From an optimization exercise on the open Yosys and OpenROAD flow, aimed at small area, a short achievable clock period and few clock cycles; shortcuts taken in it are not production practice. RTL that was checked went through simulation tests only; none was proved equivalent to the original. No activity file was given, so power comes from the tool's default toggle rates.

Design wn_dot, start of the top module:
module wn_dot #(
   parameter int unsigned NCH  = 16,
   parameter int unsigned DW   = 8,
   parameter int unsigned AW   = 4,
   parameter int unsigned ACCW = 2*DW+AW,
   parameter int unsigned OW   = DW
) (
   input  logic                     clk,
   input  logic                     xrst,
   input  logic                     start,
   input  logic [AW-1:0]            len,
   input  logic                     relu,
   output logic [AW-1:0]            x_raddr,
   input  logic signed [DW-1:0]     x_rdata,
   output logic [NCH*AW-1:0]        w_raddr,
   input  logic signed [NCH*DW-1:0] w_rdata,
   output logic [NCH*OW-1:0]        y,
   output logic                     busy,
   output logic                     finish
);
For scale: about 5800 cells after synthesis.
==> module wn_dot, before the edit <==
module wn_dot #(
   parameter int unsigned NCH  = 16,
   parameter int unsigned DW   = 8,
   parameter int unsigned AW   = 4,
   parameter int unsigned ACCW = 2*DW+AW,
   parameter int unsigned OW   = DW
) (
   input  logic                     clk,
   input  logic                     xrst,
   input  logic                     start,
   input  logic [AW-1:0]            len,
   input  logic                     relu,
   output logic [AW-1:0]            x_raddr,
   input  logic signed [DW-1:0]     x_rdata,
   output logic [NCH*AW-1:0]        w_raddr,
   input  logic signed [NCH*DW-1:0] w_rdata,
   output logic [NCH*OW-1:0]        y,
   output logic                     busy,
   output logic                     finish
);
   localparam logic [ACCW-1:0] K_TERM = 20'hfab00;
   localparam int unsigned NCOPY = 2;
   logic          r_busy;
   logic          r_run;       
   logic [AW-1:0] r_addr;
   logic [AW-1:0] r_len_m1;
   logic          r_relu;
   logic          r_first1;    
   logic          r_last1, r_last2;
   logic          r_finish;
   logic [ACCW-1:0] w_pre;     
   logic w_accept, w_fetch, w_last;
   assign w_accept = start & ~r_busy;
   assign w_fetch  = w_accept | r_run;
   assign w_last   = w_accept ? (len == AW'(1)) : (r_run & (r_addr == r_len_m1));
   always_ff @(posedge clk or negedge xrst) begin
      if (!xrst) begin
         r_busy   <= 1'b0;
         r_run    <= 1'b0;
         r_addr   <= '0;
         r_len_m1 <= '0;
         r_relu   <= 1'b0;
         r_first1 <= 1'b0;
         r_last1  <= 1'b0;
         r_last2  <= 1'b0;
         r_finish <= 1'b0;
      end else begin
         r_busy   <= w_accept | (r_busy & ~r_last2);
         r_run    <= w_fetch & ~w_last;
         r_addr   <= (w_fetch & ~w_last) ? r_addr + AW'(1) : '0;
         if (w_accept) begin
            r_len_m1 <= len - AW'(1);
            r_relu   <= relu;
         end
         r_first1 <= w_accept;
         r_last1  <= w_last;
         r_last2  <= r_last1;
         r_finish <= r_last2;
      end
   end
   assign w_pre = ACCW'({r_len_m1 + AW'(1) == '0, AW'(r_len_m1 + AW'(1))}) * K_TERM;
   logic [3:0] w_one, w_two, w_neg;
   always_comb begin
      for (int k = 0; k < 4; k++) begin
         logic b2, b1, b0;
         b2 = x_rdata[2*k+1];
         b1 = x_rdata[2*k];
         b0 = (k == 0) ? 1'b0 : x_rdata[2*k-1];
         w_one[k] = b1 ^ b0;
         w_two[k] = (b2 & ~b1 & ~b0) | (~b2 & b1 & b0);
         w_neg[k] = b2;
      end
   end
   logic [3:0] r_one0, r_two0, r_neg0;
   always_ff @(posedge clk) begin
      r_one0 <= w_one;
      r_two0 <= w_two;
      r_neg0 <= w_neg;
   end
   logic [3:0] r_one1, r_two1, r_neg1;
   always_ff @(posedge clk) begin
      r_one1 <= ~w_one;
      r_two1 <= ~w_two;
      r_neg1 <= ~w_neg;
   end
   logic [DW-1:0]   r_w   [NCH];
   logic [ACCW-1:0] r_acc [NCH];    
   logic [ACCW-1:0] w_sum [NCH];
   logic [1:0]      r_cs  [NCH];    
   logic [1:0]      w_cs  [NCH];
   for (genvar c = 0; c < NCH; c++) begin : g_ch
      logic [ACCW-1:0] w_ain;
      logic [3:0]      w_c_one, w_c_two, w_c_neg;
      assign w_ain = r_acc[c];
      always_comb begin
         if (c / (NCH / NCOPY) == 0) begin
            w_c_one = r_one0;
            w_c_two = r_two0;
            w_c_neg = r_neg0;
         end
         else if (c / (NCH / NCOPY) == 1) begin
            w_c_one = ~r_one1;
            w_c_two = ~r_two1;
            w_c_neg = ~r_neg1;
         end
         else begin
            w_c_one = r_one0;
            w_c_two = r_two0;
            w_c_neg = r_neg0;
         end
      end
      wn_dot_mac u_mac (.i_one(w_c_one), .i_two(w_c_two), .i_neg(w_c_neg), .i_w(r_w[c]),
                        .i_acc(w_ain), .i_cs(r_cs[c]), .o_cs(w_cs[c]),
                        .o_sum(w_sum[c]));
      always_ff @(posedge clk) begin
         r_w[c]   <= w_rdata[c*DW +: DW];
         r_acc[c] <= r_first1 ? w_pre : w_sum[c];
         r_cs[c]  <= r_first1 ? '0 : w_cs[c];
      end
   end
   always_comb begin
      for (int c = 0; c < NCH; c++) begin
         logic [3:0] mid;
         logic [7:0] hi;
         logic       cs1, cs2, cmid, add1, add2, neg, top1, top0, in_range;
         logic       hi_m0, hi_m1;           
         mid  = r_acc[c][11:8];
         hi   = r_acc[c][19:12];
         cs1  = r_cs[c][0];
         cs2  = r_cs[c][1];
         cmid = cs1 & (mid == '1);
         add1 = cs2 | cmid;                  
         add2 = cs2 & cmid;                  
         hi_m0 = hi == '1;
         hi_m1 = hi == {{(7){1'b1}}, 1'b0};
         top1 = ((mid == '1) & ~cs1 | (mid == {{(3){1'b1}}, 1'b0}) & cs1)
                & (hi_m0 & ~cs2 | hi_m1 & cs2);
         top0 = (mid == '0) & ~cs1 & ((hi == '0) & ~cs2 | hi_m0 & cs2)
              | (mid == '1) & cs1 & (hi_m0 & ~cs2 | hi_m1 & cs2);
         neg  = hi[7] ^ (add1 & (hi[6:0] == '1) | add2 & (hi[6:0] == {{(6){1'b1}}, 1'b0}));
         in_range = (top1 & (r_acc[c][7:OW-1] == '1)) | (top0 & (r_acc[c][7:OW-1] == '0));
         y[c*OW +: OW] = {~(r_relu & neg) & (in_range ? r_acc[c][OW-1] : neg),
                          {(OW-1){~(r_relu & neg)}} & (in_range ? r_acc[c][OW-2:0] : {(OW-1){~neg}})};
      end
   end
   assign x_raddr = r_addr;
   assign w_raddr = {NCH{r_addr}};
   assign busy    = r_busy;
   assign finish  = r_finish;
endmodule
Settings: LEC_CHECK=0, ABC_AREA=1, CAP_MARGIN=20, CORE_MARGIN=2, CORE_UTILIZATION=55, PLACE_DENSITY=0.65, SETUP_SLACK_MARGIN=4.0, SLEW_MARGIN=20; clock period 8.0 ns.
standard.sh (not shown) runs the stock make flow with config.mk's settings and CLKGATE_MAP_FILE= SYNTH_SCRIPT=/design/flow/synth_recipe.tcl, a recipe that flattens the netlist after the stock synthesis.
==> flow/flow/run.sh <==
#!/bin/bash
# The standard layout (the standard.sh), with two changes:
#  - after the standard synthesis, flow/fa_polarity.py flips the polarity of full adders
#    (FA(~a,~b,~c) = ~FA(a,b,c)) to drop inverters around them; registers are untouched
#  - the port buffers are plain buffers instead of the default delay cells
# Each tool's output goes to a log here: synth.log, fa_polarity.log, layout.log
# (ORFS's own per-step logs stay under orfs/logs).
set -euo pipefail
ARGS=(BUFFER_PORTS_ARGS="-buffer_cell sky130_fd_sc_hd__buf_2")
RES=$PWD/orfs/results/$FLOW_PLATFORM/wn_dot/base
bash standard.sh "${ARGS[@]}" "$RES/1_2_yosys.v" > synth.log 2>&1
python3 flow/fa_polarity.py "$RES/1_2_yosys.v" "$RES/1_2_yosys.fapol.v" > fa_polarity.log 2>&1
cp "$RES/1_2_yosys.v" "$RES/1_2_yosys.orig.v"
mv "$RES/1_2_yosys.fapol.v" "$RES/1_2_yosys.v"
bash standard.sh "${ARGS[@]}" finish > layout.log 2>&1
Other scripts of this flow, unchanged in this note and not shown: flow/flow/fa_polarity.py
Testbench counts at the start, summed over its fixed seeds: cycles 17,126.
==> next run, changes <==
--- a/flow/design.v
+++ b/flow/design.v
@@ -81,10 +81,25 @@
    always_ff @(posedge clk) begin
       r_one1 <= ~w_one;
       r_two1 <= ~w_two;
       r_neg1 <= ~w_neg;
    end
+   logic [3:0] w_negb, w_negc, r_negb, r_negc;
+   always_comb begin
+      for (int k = 0; k < 4; k++) begin
+         logic b2, b1, b0;
+         b2 = x_rdata[2*k+1];
+         b1 = x_rdata[2*k];
+         b0 = (k == 0) ? 1'b0 : x_rdata[2*k-1];
+         w_negb[k] = b2 & ~(b1 & b0);      
+         w_negc[k] = b2 | (~b1 & ~b0);     
+      end
+   end
+   always_ff @(posedge clk) begin
+      r_negb <= w_negb;
+      r_negc <= ~w_negc;
+   end
    logic [DW-1:0]   r_w   [NCH];
    logic [ACCW-1:0] r_acc [NCH];    
    logic [ACCW-1:0] w_sum [NCH];
    logic [1:0]      r_cs  [NCH];    
    logic [1:0]      w_cs  [NCH];
@@ -106,10 +121,12 @@
          else begin
             w_c_one = r_one0;
             w_c_two = r_two0;
             w_c_neg = r_neg0;
          end
+         if (c / 4 == 1) w_c_neg = r_negb;
+         if (c / 4 == 3) w_c_neg = ~r_negc;
       end
       wn_dot_mac u_mac (.i_one(w_c_one), .i_two(w_c_two), .i_neg(w_c_neg), .i_w(r_w[c]),
                         .i_acc(w_ain), .i_cs(r_cs[c]), .o_cs(w_cs[c]),
                         .o_sum(w_sum[c]));
       always_ff @(posedge clk) begin
Setup slack gets better by 0.0034 ns.
Sequential share of layout area climbs by 0.33 points.
Global-route usage drops by 0.93 points.
Die area climbs by 0.45%.
Total power climbs by 1.3%.
Core utilization drops by 0.80 points.
Wire length drops by 5.2%.
Non-clock buffer count drops by 29.
Hold slack gets worse by 0.016 ns.
Cell count barely changes.
Final area is about the same.
Clock skew climbs by 0.015 ns.
Sequential cell count climbs by 7.
Only the layout flow was run in the second run of this note; the RTL was not checked for function there.

-- what the ideal ports hide --
No port has a modelled driver above. Below, the same layouts with a new extraction and two added sets of constraints. Step 1: set_driving_cell puts a clkbuf_16 on clk and a buf_2 on each other input, an assumption about the parent block. Step 2, shift: input delay + t, output delay - t, t = (earliest + latest rising clock arrival at the registers) / 2. This alone moves slack from input paths to output paths. Three values: ideal, step 1, step 2; two values: the first two.
run | t, ns | setup slack, ns | worst hold slack (ns)
the first run | 0.696 | 4.034 / 3.968 / 4.162 | 0.371 / 0.371 / 0.371
the second run | 0.697 | 4.038 / 3.972 / 4.099 | 0.354 / 0.354 / 0.354
After both steps setup and hold are still met in every run listed.
